Context: an optimization exercise on an open-source flow, tuned for small area. The choices shown serve that exercise and are no tape-out recipe.
In this exercise RTL edits were held to simulation tests only and were not proved equivalent to the original.

==> run a: inputs <==
// ib_queue
module ib_queue #(
    parameter int FETCH_W = 4,
    parameter int ISSUE_W = 2,
    parameter int DEPTH   = 16,
    parameter int PTAB_W  = 5
) (
    input  logic                         clk,
    input  logic                         rst_,
    input  logic                         flush,
    input  logic                         fetch_valid,
    input  logic [31:0]                  fetch_pc,
    input  logic [FETCH_W*32-1:0]        fetch_insn,
    input  logic [FETCH_W-1:0]           fetch_mask,
    input  logic [FETCH_W-1:0]           fetch_delot,
    input  logic [PTAB_W-1:0]            fetch_ptab_addr,
    input  logic [31:0]                  fetch_branch_pc,
    output logic                         ib_allin,
    output logic [ISSUE_W-1:0]           ib_id_valid,
    output logic [ISSUE_W*32-1:0]        ib_id_pc,
    output logic [ISSUE_W*32-1:0]        ib_id_insn,
    output logic [ISSUE_W*PTAB_W-1:0]    ib_id_ptab_addr,
    output logic [ISSUE_W-1:0]           ib_id_delot_flag,
    input  logic [$clog2(ISSUE_W+1)-1:0] id_take,
    output logic [$clog2(DEPTH+1)-1:0]   ib_count
);
    localparam int EW = 68;
    localparam int PT = 37;      
    logic [4:0]    head, tail;
    logic [EW-1:0] mem [16];
    logic          enq;
    logic          unused_pc_lo;
    assign unused_pc_lo = ^fetch_pc[3:0];
    assign ib_count = tail - head;
    assign ib_allin = ib_count <= 5'd12;
    assign enq      = fetch_valid && ib_allin && !flush;
    logic [1:0] cidx [4];
    logic [2:0] nwords;
    always_comb begin
  ...
==> module ibq_aoi22, before the edit <==
module ibq_aoi22 (
    input  logic [1:0] a,
    input  logic [1:0] b,
    output logic       y
);
    assign y = ~|(a & b);
endmodule
==> module ibq_aon8, before the edit <==
module ibq_aon8 (
    input  logic [7:0] s,
    input  logic [7:0] d,
    output logic       ny
);
    logic t0, t1, t2;
    ibq_aoi222 u_a (.a(s[2:0]), .b(d[2:0]), .y(t0));
    ibq_aoi222 u_b (.a(s[5:3]), .b(d[5:3]), .y(t1));
    ibq_aoi22  u_c (.a(s[7:6]), .b(d[7:6]), .y(t2));
    assign ny = t0 & t1 & t2;
endmodule
==> module ib_queue, before the edit <==
module ib_queue #(
    parameter int FETCH_W = 4,
    parameter int ISSUE_W = 2,
    parameter int DEPTH   = 16,
    parameter int PTAB_W  = 5
) (
    input  logic                         clk,
    input  logic                         rst_,
    input  logic                         flush,
    input  logic                         fetch_valid,
    input  logic [31:0]                  fetch_pc,
    input  logic [FETCH_W*32-1:0]        fetch_insn,
    input  logic [FETCH_W-1:0]           fetch_mask,
    input  logic [FETCH_W-1:0]           fetch_delot,
    input  logic [PTAB_W-1:0]            fetch_ptab_addr,
    input  logic [31:0]                  fetch_branch_pc,
    output logic                         ib_allin,
    output logic [ISSUE_W-1:0]           ib_id_valid,
    output logic [ISSUE_W*32-1:0]        ib_id_pc,
    output logic [ISSUE_W*32-1:0]        ib_id_insn,
    output logic [ISSUE_W*PTAB_W-1:0]    ib_id_ptab_addr,
    output logic [ISSUE_W-1:0]           ib_id_delot_flag,
    input  logic [$clog2(ISSUE_W+1)-1:0] id_take,
    output logic [$clog2(DEPTH+1)-1:0]   ib_count
);
    localparam int EW = 68;
    localparam int PT = 37;      
    logic [4:0]    head, tail;
    logic [EW-1:0] mem [16];
    logic          enq;
    logic          unused_pc_lo;
    assign unused_pc_lo = ^fetch_pc[3:0];
    assign ib_count = tail - head;
    assign ib_allin = ib_count <= 5'd12;
    assign enq      = fetch_valid && ib_allin && !flush;
    logic [1:0] cidx [4];
    logic [2:0] nwords;
    always_comb begin
        logic [2:0] n;
        for (int k = 0; k < 4; k++) cidx[k] = 2'd0;
        n = 3'd0;
        for (int i = 0; i < 4; i++)
            if (fetch_mask[i]) begin
                cidx[n[1:0]] = 2'(i);
                n = n + 3'd1;
            end
        nwords = n;
    end
    logic hi_match;
    assign hi_match = (fetch_pc[31:4] == fetch_branch_pc[31:4]) && (fetch_branch_pc[1:0] == 2'b00);
    logic [1:0]    bsel  [4];
    logic [3:0]    boh   [4];
    logic [EW-1:0] wdata [4];
    for (genvar b = 0; b < 4; b++) begin : g_wb
        logic [1:0] k;
        logic       isbr;
        assign k       = 2'(b) - tail[1:0];
        assign bsel[b] = cidx[k];
        assign boh[b]  = 4'b0001 << bsel[b];
        assign isbr    = hi_match && fetch_branch_pc[3:2] == bsel[b];
        for (genvar x = 0; x < 32; x++) begin : g_insn
            ibq_aor4 u_mux (
                .s(boh[b]),
                .d({fetch_insn[96+x], fetch_insn[64+x], fetch_insn[32+x], fetch_insn[x]}),
                .y(wdata[b][x])
            );
        end
        ibq_aor4 u_dl (.s(boh[b]), .d(fetch_delot), .y(wdata[b][32]));
        assign wdata[b][37:33] = isbr ? fetch_ptab_addr : 5'd0;
        assign wdata[b][39:38] = bsel[b];
        assign wdata[b][67:40] = fetch_pc[31:4];
    end
    logic [15:0] wen;
    for (genvar e = 0; e < 16; e++) begin : g_wen
        logic [3:0] d;
        assign d      = 4'(e) - tail[3:0];
        assign wen[e] = ib_allin && d[3:2] == 2'd0;
    end
    always_ff @(posedge clk) begin
        if (!rst_ || flush) begin
            head <= '0;
            tail <= '0;
        end else begin
            head <= head + 5'(id_take);
            if (enq)
                tail <= tail + 5'(nwords);
        end
        for (int e = 0; e < 16; e++)
            if (wen[e])
                mem[e] <= wdata[e % 4];
    end
    logic [4:0]    h1;
    logic [7:0]    oe, oo;
    logic [EW-1:0] nev, nov;
    assign h1 = head + 5'd1;
    assign oe = 8'b1 << h1[3:1];
    assign oo = 8'b1 << head[3:1];
    for (genvar x = 0; x < EW; x++) begin : g_rd
        logic [7:0] de, dd;
        for (genvar j = 0; j < 8; j++) begin : g_j
            assign de[j] = mem[2*j][x];
            assign dd[j] = mem[2*j+1][x];
        end
        ibq_aon8 u_e (.s(oe), .d(de), .ny(nev[x]));
        ibq_aon8 u_o (.s(oo), .d(dd), .ny(nov[x]));
    end
    logic br0, br1, ge1, ge2, v0, v1;
    assign br0 = !(head[0] ? nov[PT] : nev[PT]);
    assign br1 = !(head[0] ? nev[PT] : nov[PT]);
    assign ge1 = ib_count != 5'd0;
    assign ge2 = ib_count >= 5'd2;
    assign v0  = ge1 && !(br0 && !ge2);
    assign v1  = ge2 && !br1;
    logic g0e, g0o, g1e, g1o;
    assign g0e = v0 && !head[0];
    assign g0o = v0 &&  head[0];
    assign g1e = v1 &&  head[0];
    assign g1o = v1 && !head[0];
    logic [EW-1:0] o0, o1;
    for (genvar x = 0; x < EW; x++) begin : g_out
        ibq_sel2 u_0 (.na(nev[x]), .nsa(!g0e), .nb(nov[x]), .nsb(!g0o), .y(o0[x]));
        ibq_sel2 u_1 (.na(nev[x]), .nsa(!g1e), .nb(nov[x]), .nsb(!g1o), .y(o1[x]));
    end
    assign ib_id_valid      = {v1, v0};
    assign ib_id_insn       = {o1[31:0], o0[31:0]};
    assign ib_id_delot_flag = {o1[32], o0[32]};
    assign ib_id_ptab_addr  = {1'b0, o1[36:33], o0[37:33]};
    assign ib_id_pc         = {o1[67:38], 2'b00, o0[67:38], 2'b00};
endmodule
export LEC_CHECK = 0
export CAP_MARGIN = 20
export CORE_MARGIN = 2
export CORE_UTILIZATION = 40
export SLEW_MARGIN = 20
export SYNTH_HIERARCHICAL = 1
export SYNTH_MINIMUM_KEEP_SIZE = 0
create_clock -name core_clock -period 6.0 [get_ports {clk}]
run.sh (not shown) runs the stock make flow with config.mk's settings and CLKGATE_MAP_FILE= SYNTH_SCRIPT=/design/flow/synth_recipe.tcl, a recipe that flattens the netlist after the stock synthesis.
==> inputs of run b, as changes to run a <==
--- a/flow/design.v
+++ b/flow/design.v
@@ -2,11 +2,4 @@
     input  logic [2:0] a,
     input  logic [2:0] b,
-    output logic       y
-);
-    assign y = ~|(a & b);
-endmodule
-module ibq_aoi22 (
-    input  logic [1:0] a,
-    input  logic [1:0] b,
     output logic       y
 );
@@ -43,9 +36,8 @@
     output logic       ny
 );
-    logic t0, t1, t2;
+    logic t0, t1;
     ibq_aoi222 u_a (.a(s[2:0]), .b(d[2:0]), .y(t0));
     ibq_aoi222 u_b (.a(s[5:3]), .b(d[5:3]), .y(t1));
-    ibq_aoi22  u_c (.a(s[7:6]), .b(d[7:6]), .y(t2));
-    assign ny = t0 & t1 & t2;
+    assign ny = t0 & t1 & ~|(s[7:6] & d[7:6]);
 endmodule
 module ibq_sel2 (
@@ -141,5 +133,5 @@
             tail <= '0;
         end else begin
-            head <= head + 5'(id_take);
+            head <= hn;
             if (enq)
                 tail <= tail + 5'(nwords);
@@ -149,10 +141,13 @@
                 mem[e] <= wdata[e % 4];
     end
-    logic [4:0]    h1;
+    logic [4:0]    hn, hn1;
     logic [7:0]    oe, oo;
     logic [EW-1:0] nev, nov;
-    assign h1 = head + 5'd1;
-    assign oe = 8'b1 << h1[3:1];
-    assign oo = 8'b1 << head[3:1];
+    assign hn  = (!rst_ || flush) ? 5'd0 : head + 5'(id_take);
+    assign hn1 = hn + 5'd1;
+    always_ff @(posedge clk) begin
+        oe <= 8'b1 << hn1[3:1];
+        oo <= 8'b1 << hn[3:1];
+    end
     for (genvar x = 0; x < EW; x++) begin : g_rd
         logic [7:0] de, dd;
==> flow/flow/run.sh (new file) <==
#!/bin/bash
# Layout flow: the standard ORFS flow (standard.sh) with three settings changed:
#  - abc maps for a 0.5 (instead of 5) output load, so cells at module outputs of the
#    hierarchical synthesis are not upsized (registers are unchanged);
#  - the input and output port buffers are sky130_fd_sc_hd__buf_1;
#  - clock tree synthesis inserts no dummy loads and clusters up to 25 sinks
#    within 100 um per leaf buffer.
# The full make output is in standard.log in the work folder.
set -euo pipefail
bash standard.sh \
  ABC_LOAD_IN_FF=0.5 \
  "BUFFER_PORTS_ARGS=-buffer_cell sky130_fd_sc_hd__buf_1" \
  "CTS_ARGS=-sink_clustering_enable -repair_clock_nets -dont_use_dummy_load -sink_clustering_size 25 -sink_clustering_max_diameter 100" \
  finish > standard.log 2>&1
==> flow/standard.sh (new file) <==
#!/bin/bash
# synth_recipe.tcl (not shown) runs the flow's synth.tcl, then flattens the netlist and writes it again
# the make line also repeats each setting of config.mk as NAME=value (left out here)
make -C /OpenROAD-flow-scripts/flow DESIGN_CONFIG=/design/flow/config.mk WORK_HOME=/design/flow/orfs CLKGATE_MAP_FILE= SYNTH_SCRIPT=/design/flow/synth_recipe.tcl "${@:-finish}"
removed: flow/run.sh
==> inputs of run c, as changes to run a <==
--- a/flow/design.v
+++ b/flow/design.v
@@ -2,11 +2,4 @@
     input  logic [2:0] a,
     input  logic [2:0] b,
-    output logic       y
-);
-    assign y = ~|(a & b);
-endmodule
-module ibq_aoi22 (
-    input  logic [1:0] a,
-    input  logic [1:0] b,
     output logic       y
 );
@@ -43,9 +36,8 @@
     output logic       ny
 );
-    logic t0, t1, t2;
+    logic t0, t1;
     ibq_aoi222 u_a (.a(s[2:0]), .b(d[2:0]), .y(t0));
     ibq_aoi222 u_b (.a(s[5:3]), .b(d[5:3]), .y(t1));
-    ibq_aoi22  u_c (.a(s[7:6]), .b(d[7:6]), .y(t2));
-    assign ny = t0 & t1 & t2;
+    assign ny = t0 & t1 & ~|(s[7:6] & d[7:6]);
 endmodule
 module ibq_sel2 (
@@ -141,5 +133,5 @@
             tail <= '0;
         end else begin
-            head <= head + 5'(id_take);
+            head <= hn;
             if (enq)
                 tail <= tail + 5'(nwords);
@@ -149,10 +141,13 @@
                 mem[e] <= wdata[e % 4];
     end
-    logic [4:0]    h1;
+    logic [4:0]    hn, hn1;
     logic [7:0]    oe, oo;
     logic [EW-1:0] nev, nov;
-    assign h1 = head + 5'd1;
-    assign oe = 8'b1 << h1[3:1];
-    assign oo = 8'b1 << head[3:1];
+    assign hn  = (!rst_ || flush) ? 5'd0 : head + 5'(id_take);
+    assign hn1 = hn + 5'd1;
+    always_ff @(posedge clk) begin
+        oe <= 8'b1 << hn1[3:1];
+        oo <= 8'b1 << hn[3:1];
+    end
     for (genvar x = 0; x < EW; x++) begin : g_rd
         logic [7:0] de, dd;
==> flow/flow/run.sh (new file) <==
#!/bin/bash
# Layout flow: the standard ORFS flow (standard.sh) with three settings changed:
#  - abc maps for a 0.5 (instead of 5) output load, so cells at module outputs of the
#    hierarchical synthesis are not upsized (registers are unchanged);
#  - the input and output port buffers are sky130_fd_sc_hd__buf_1;
#  - clock tree synthesis inserts no dummy loads and clusters up to 25 sinks
#    within 100 um per leaf buffer.
# The full make output is in standard.log in the work folder.
set -euo pipefail
bash standard.sh \
  ABC_LOAD_IN_FF=0.5 \
  "BUFFER_PORTS_ARGS=-buffer_cell sky130_fd_sc_hd__buf_1" \
  "CTS_ARGS=-sink_clustering_enable -repair_clock_nets -dont_use_dummy_load -sink_clustering_size 25 -sink_clustering_max_diameter 100" \
  finish > standard.log 2>&1
==> flow/standard.sh (new file) <==
#!/bin/bash
# synth_recipe.tcl (not shown) runs the flow's synth.tcl, then flattens the netlist and writes it again
# the make line also repeats each setting of config.mk as NAME=value (left out here)
make -C /OpenROAD-flow-scripts/flow DESIGN_CONFIG=/design/flow/config.mk WORK_HOME=/design/flow/orfs CLKGATE_MAP_FILE= SYNTH_SCRIPT=/design/flow/synth_recipe.tcl "${@:-finish}"
Settings changed: CAP_MARGIN 20 to 10, CORE_UTILIZATION 40 to 55, SLEW_MARGIN 20 to 10.
removed: flow/run.sh
==> inputs of run d, as changes to run a <==
--- a/flow/design.v
+++ b/flow/design.v
@@ -2,11 +2,4 @@
     input  logic [2:0] a,
     input  logic [2:0] b,
-    output logic       y
-);
-    assign y = ~|(a & b);
-endmodule
-module ibq_aoi22 (
-    input  logic [1:0] a,
-    input  logic [1:0] b,
     output logic       y
 );
@@ -43,9 +36,18 @@
     output logic       ny
 );
-    logic t0, t1, t2;
+    logic t0, t1;
     ibq_aoi222 u_a (.a(s[2:0]), .b(d[2:0]), .y(t0));
     ibq_aoi222 u_b (.a(s[5:3]), .b(d[5:3]), .y(t1));
-    ibq_aoi22  u_c (.a(s[7:6]), .b(d[7:6]), .y(t2));
-    assign ny = t0 & t1 & t2;
+    assign ny = t0 & t1 & ~|(s[7:6] & d[7:6]);
+endmodule
+module ibq_aon7 (
+    input  logic [6:0] s,
+    input  logic [6:0] d,
+    output logic       ny
+);
+    logic t0, t1;
+    ibq_aoi222 u_a (.a(s[2:0]), .b(d[2:0]), .y(t0));
+    ibq_aoi222 u_b (.a(s[5:3]), .b(d[5:3]), .y(t1));
+    assign ny = t0 & t1 & ~(s[6] & d[6]);
 endmodule
 module ibq_sel2 (
@@ -83,8 +85,12 @@
     output logic [$clog2(DEPTH+1)-1:0]   ib_count
 );
-    localparam int EW = 68;
+    localparam int EW = 41;
     localparam int PT = 37;      
+    localparam int LP = 40;      
+    localparam int NL = 14;      
     logic [4:0]    head, tail;
+    logic [3:0]    lhead, ltail;
     logic [EW-1:0] mem [16];
+    logic [27:0]   lpc [NL];
     logic          enq;
     logic          unused_pc_lo;
@@ -128,5 +134,5 @@
         assign wdata[b][37:33] = isbr ? fetch_ptab_addr : 5'd0;
         assign wdata[b][39:38] = bsel[b];
-        assign wdata[b][67:40] = fetch_pc[31:4];
+        assign wdata[b][LP]    = ltail[0];
     end
     logic [15:0] wen;
@@ -136,23 +142,49 @@
         assign wen[e] = ib_allin && d[3:2] == 2'd0;
     end
+    logic       lp0, lp1, lp2;
+    logic [4:0] hn, hn1, h2;
+    logic [1:0] nl;
+    logic [3:0] lh_add, lt_inc;
+    assign hn  = (!rst_ || flush) ? 5'd0 : head + 5'(id_take);
+    assign hn1 = hn + 5'd1;
+    assign h2  = head + 5'd2;
+    assign lp2 = mem[h2[3:0]][LP];
+    always_comb begin
+        case (id_take)
+            2'd1:    nl = {1'b0, lp0 ^ lp1};
+            2'd2:    nl = 2'(lp0 ^ lp1) + 2'(lp1 ^ lp2);
+            default: nl = 2'd0;
+        endcase
+    end
+    assign lh_add = lhead + 4'(nl);
+    assign lt_inc = ltail + 4'd1;
     always_ff @(posedge clk) begin
+        head <= hn;
         if (!rst_ || flush) begin
-            head <= '0;
-            tail <= '0;
+            tail  <= '0;
+            ltail <= '0;
+            lhead <= '0;
         end else begin
-            head <= head + 5'(id_take);
-            if (enq)
+            if (enq) begin
                 tail <= tail + 5'(nwords);
+                if (nwords != 3'd0)
+                    ltail <= (lt_inc == 4'(NL)) ? 4'd0 : lt_inc;
+            end
+            if (hn == tail)
+                lhead <= ltail;
+            else
+                lhead <= (lh_add >= 4'(NL)) ? lh_add - 4'(NL) : lh_add;
         end
         for (int e = 0; e < 16; e++)
             if (wen[e])
                 mem[e] <= wdata[e % 4];
-    end
-    logic [4:0]    h1;
+        lpc[ltail] <= fetch_pc[31:4];
+    end
     logic [7:0]    oe, oo;
     logic [EW-1:0] nev, nov;
-    assign h1 = head + 5'd1;
-    assign oe = 8'b1 << h1[3:1];
-    assign oo = 8'b1 << head[3:1];
+    always_ff @(posedge clk) begin
+        oe <= 8'b1 << hn1[3:1];
+        oo <= 8'b1 << hn[3:1];
+    end
     for (genvar x = 0; x < EW; x++) begin : g_rd
         logic [7:0] de, dd;
@@ -164,7 +196,25 @@
         ibq_aon8 u_o (.s(oo), .d(dd), .ny(nov[x]));
     end
+    logic [2:0]  lre, lro;
+    logic [6:0]  loe, loo;
+    logic [27:0] nlev, nlov;
+    assign lro = lhead[3:1];
+    assign lre = (lhead == 4'(NL - 1)) ? 3'd0 : 3'(lhead[3:1] + 3'(lhead[0]));
+    assign loe = 7'b1 << lre;
+    assign loo = 7'b1 << lro;
+    for (genvar x = 0; x < 28; x++) begin : g_lrd
+        logic [6:0] de, dd;
+        for (genvar j = 0; j < 7; j++) begin : g_j
+            assign de[j] = lpc[2*j][x];
+            assign dd[j] = lpc[2*j+1][x];
+        end
+        ibq_aon7 u_e (.s(loe), .d(de), .ny(nlev[x]));
+        ibq_aon7 u_o (.s(loo), .d(dd), .ny(nlov[x]));
+    end
     logic br0, br1, ge1, ge2, v0, v1;
     assign br0 = !(head[0] ? nov[PT] : nev[PT]);
     assign br1 = !(head[0] ? nev[PT] : nov[PT]);
+    assign lp0 = !(head[0] ? nov[LP] : nev[LP]);
+    assign lp1 = !(head[0] ? nev[LP] : nov[LP]);
     assign ge1 = ib_count != 5'd0;
     assign ge2 = ib_count >= 5'd2;
@@ -176,8 +226,18 @@
     assign g1e = v1 &&  head[0];
     assign g1o = v1 && !head[0];
-    logic [EW-1:0] o0, o1;
-    for (genvar x = 0; x < EW; x++) begin : g_out
+    logic l0e, l0o, l1e, l1o;
+    assign l0e = v0 && !lhead[0];
+    assign l0o = v0 &&  lhead[0];
+    assign l1e = v1 && !lp1;
+    assign l1o = v1 &&  lp1;
+    logic [39:0] o0, o1;
+    logic [27:0] p0, p1;
+    for (genvar x = 0; x < 40; x++) begin : g_out
         ibq_sel2 u_0 (.na(nev[x]), .nsa(!g0e), .nb(nov[x]), .nsb(!g0o), .y(o0[x]));
         ibq_sel2 u_1 (.na(nev[x]), .nsa(!g1e), .nb(nov[x]), .nsb(!g1o), .y(o1[x]));
+    end
+    for (genvar x = 0; x < 28; x++) begin : g_lout
+        ibq_sel2 u_0 (.na(nlev[x]), .nsa(!l0e), .nb(nlov[x]), .nsb(!l0o), .y(p0[x]));
+        ibq_sel2 u_1 (.na(nlev[x]), .nsa(!l1e), .nb(nlov[x]), .nsb(!l1o), .y(p1[x]));
     end
     assign ib_id_valid      = {v1, v0};
@@ -185,4 +245,4 @@
     assign ib_id_delot_flag = {o1[32], o0[32]};
     assign ib_id_ptab_addr  = {1'b0, o1[36:33], o0[37:33]};
-    assign ib_id_pc         = {o1[67:38], 2'b00, o0[67:38], 2'b00};
-endmodule
+    assign ib_id_pc         = {p1, o1[39:38], 2'b00, p0, o0[39:38], 2'b00};
+endmodule
==> flow/flow/run.sh (new file) <==
#!/bin/bash
# Layout flow: the standard ORFS flow (standard.sh) with three settings changed:
#  - abc maps for a 0.5 (instead of 5) output load, so cells at module outputs of the
#    hierarchical synthesis are not upsized (registers are unchanged);
#  - the input and output port buffers are sky130_fd_sc_hd__buf_1;
#  - clock tree synthesis inserts no dummy loads and clusters up to 25 sinks
#    within 100 um per leaf buffer.
# The full make output is in standard.log in the work folder.
set -euo pipefail
bash standard.sh \
  ABC_LOAD_IN_FF=0.5 \
  "BUFFER_PORTS_ARGS=-buffer_cell sky130_fd_sc_hd__buf_1" \
  "CTS_ARGS=-sink_clustering_enable -repair_clock_nets -dont_use_dummy_load -sink_clustering_size 25 -sink_clustering_max_diameter 100" \
  finish > standard.log 2>&1
==> flow/standard.sh (new file) <==
#!/bin/bash
# synth_recipe.tcl (not shown) runs the flow's synth.tcl, then flattens the netlist and writes it again
# the make line also repeats each setting of config.mk as NAME=value (left out here)
make -C /OpenROAD-flow-scripts/flow DESIGN_CONFIG=/design/flow/config.mk WORK_HOME=/design/flow/orfs CLKGATE_MAP_FILE= SYNTH_SCRIPT=/design/flow/synth_recipe.tcl "${@:-finish}"
removed: flow/run.sh
==> results.py <==
metrics = {
    "logic_synthesis": {
        "seq_area_frac_synth_pct": 76.8,
    },
    "status": {
        "status": "finished clean",
    },
    "power_and_ir_drop": {
        "clkPwrFrac_pct": 22.9,
    },
    "cells_and_area": {
        "nFlopsAndLatches": 1114,
        "utilization_pct": 62.1,
        "regArea_um2": 33200,
        "nonClkBufAreaFrac_pct": 4.61,
    },
    "cts": {
        "numCtsBuffers": 50,
        "htree_num_levels": 2,
    },
    "setup_path": {
        "r2r_end": "mem[5][66]",
        "critical-path-top-delay-family": "compound AO/OA/AOI/OAI gates",
    },
    "drt": {
        "via_count": 29800,
        "drtIter0Drc": 5502,
    },
    "die": {
        "die_y_um": 284,
    },
    "global_route": {
        "use_met1_pct": 46.8,
    },
}
the above is filed under run c

==> results.py <==
metrics = {
    "status": {
        "status": "finished clean",
    },
    "cells_and_area": {
        "utilization_pct": 49.6,
        "regArea_um2": 32900,
        "nFlopsAndLatches": 1098,
    },
    "cts": {
        "htree_num_levels": 3,
    },
    "drt": {
        "via_count": 29800,
        "drtIter0Drc": 5869,
    },
    "logic_synthesis": {
        "seq_area_frac_synth_pct": 75.2,
    },
}
the above is filed under run a

==> results.py <==
metrics = {
    "cells_and_area": {
        "utilization_pct": 45.4,
        "nFlopsAndLatches": 1114,
        "nonClkBufAreaFrac_pct": 4.45,
        "dominant_cells": "registers",
        "regArea_um2": 33300,
    },
    "setup_path": {
        "r2r_end": "mem[2][0]",
        "critical-path-top-delay-family": "compound AO/OA/AOI/OAI gates",
    },
    "drt": {
        "via_count": 29500,
        "drtIter0Drc": 6074,
    },
    "status": {
        "status": "finished clean",
    },
    "die": {
        "die_y_um": 333,
    },
    "cts": {
        "numCtsBuffers": 51,
        "htree_num_levels": 2,
    },
    "logic_synthesis": {
        "synth.ff_latch_count": 1114,
        "seq_area_frac_synth_pct": 76.8,
        "avgSynthCellArea_um2": 17.0,
    },
    "power_and_ir_drop": {
        "clkPwrFrac_pct": 22.8,
    },
}
the above is filed under run b

==> results.py <==
metrics = {
    "status": {
        "status": "finished clean",
    },
    "die": {
        "die_y_um": 331,
    },
    "drt": {
        "wl_per_cell_um": 31.1,
        "via_count": 29800,
        "drtIter0Drc": 5430,
    },
    "global_route": {
        "met2_usage_pct": 37.5,
        "use_met1_pct": 35.1,
    },
    "power_and_ir_drop": {
        "clkPwrFrac_pct": 23.1,
    },
    "setup_path": {
        "critical-path-top-delay-family": "buffers and inverters",
        "r2r_end": "mem[10][25]",
    },
    "place": {
        "placed_area_um2": 47000,
    },
    "logic_synthesis": {
        "async_flop_share_pct": 0,
    },
    "cts": {
        "htree_num_levels": 2,
    },
    "cells_and_area": {
        "utilization_pct": 45.3,
        "regArea_um2": 32200,
    },
}
the above is filed under run d

==> separate check: timing with driven ports <==
The results above use ideal ports. As a check the final layouts listed here were re-extracted and re-timed, cells and wires unchanged.
Step 1 sets driving cells, clkbuf_16 on the clock port and buf_2 on the other inputs (assumed; they add their load-dependent delay and slew).
Step 2 also shifts input and output timing later by t, the mid clock arrival at the registers, as if the neighbouring blocks saw the same clock.
Slacks: ideal ports / drivers / drivers and shift; pairs: ideal ports / drivers.
| run | shift t [ns] | setup WS [ns] | worst hold slack (ns) | slew at the worst register clock pin (ns) | worst data-port slew with drivers (ns) |
|---|---|---|---|---|---|
| run a | 0.730 | 0.119 / 0.049 / 0.554 | 0.509 / 0.509 / 0.509 | 0.06 / 0.06 | 0.18 |
| run b | 0.677 | 0.383 / 0.311 / 0.617 | 0.503 / 0.503 / 0.503 | 0.10 / 0.10 | 0.16 |
| run c | 0.684 | 0.348 / 0.280 / 0.834 | 0.503 / 0.503 / 0.503 | 0.10 / 0.10 | 0.15 |
| run d | 0.706 | 0.150 / 0.084 / 0.688 | 0.563 / 0.563 / 0.563 | 0.10 / 0.10 | 0.19 |
After both steps every run listed still meets setup and hold.
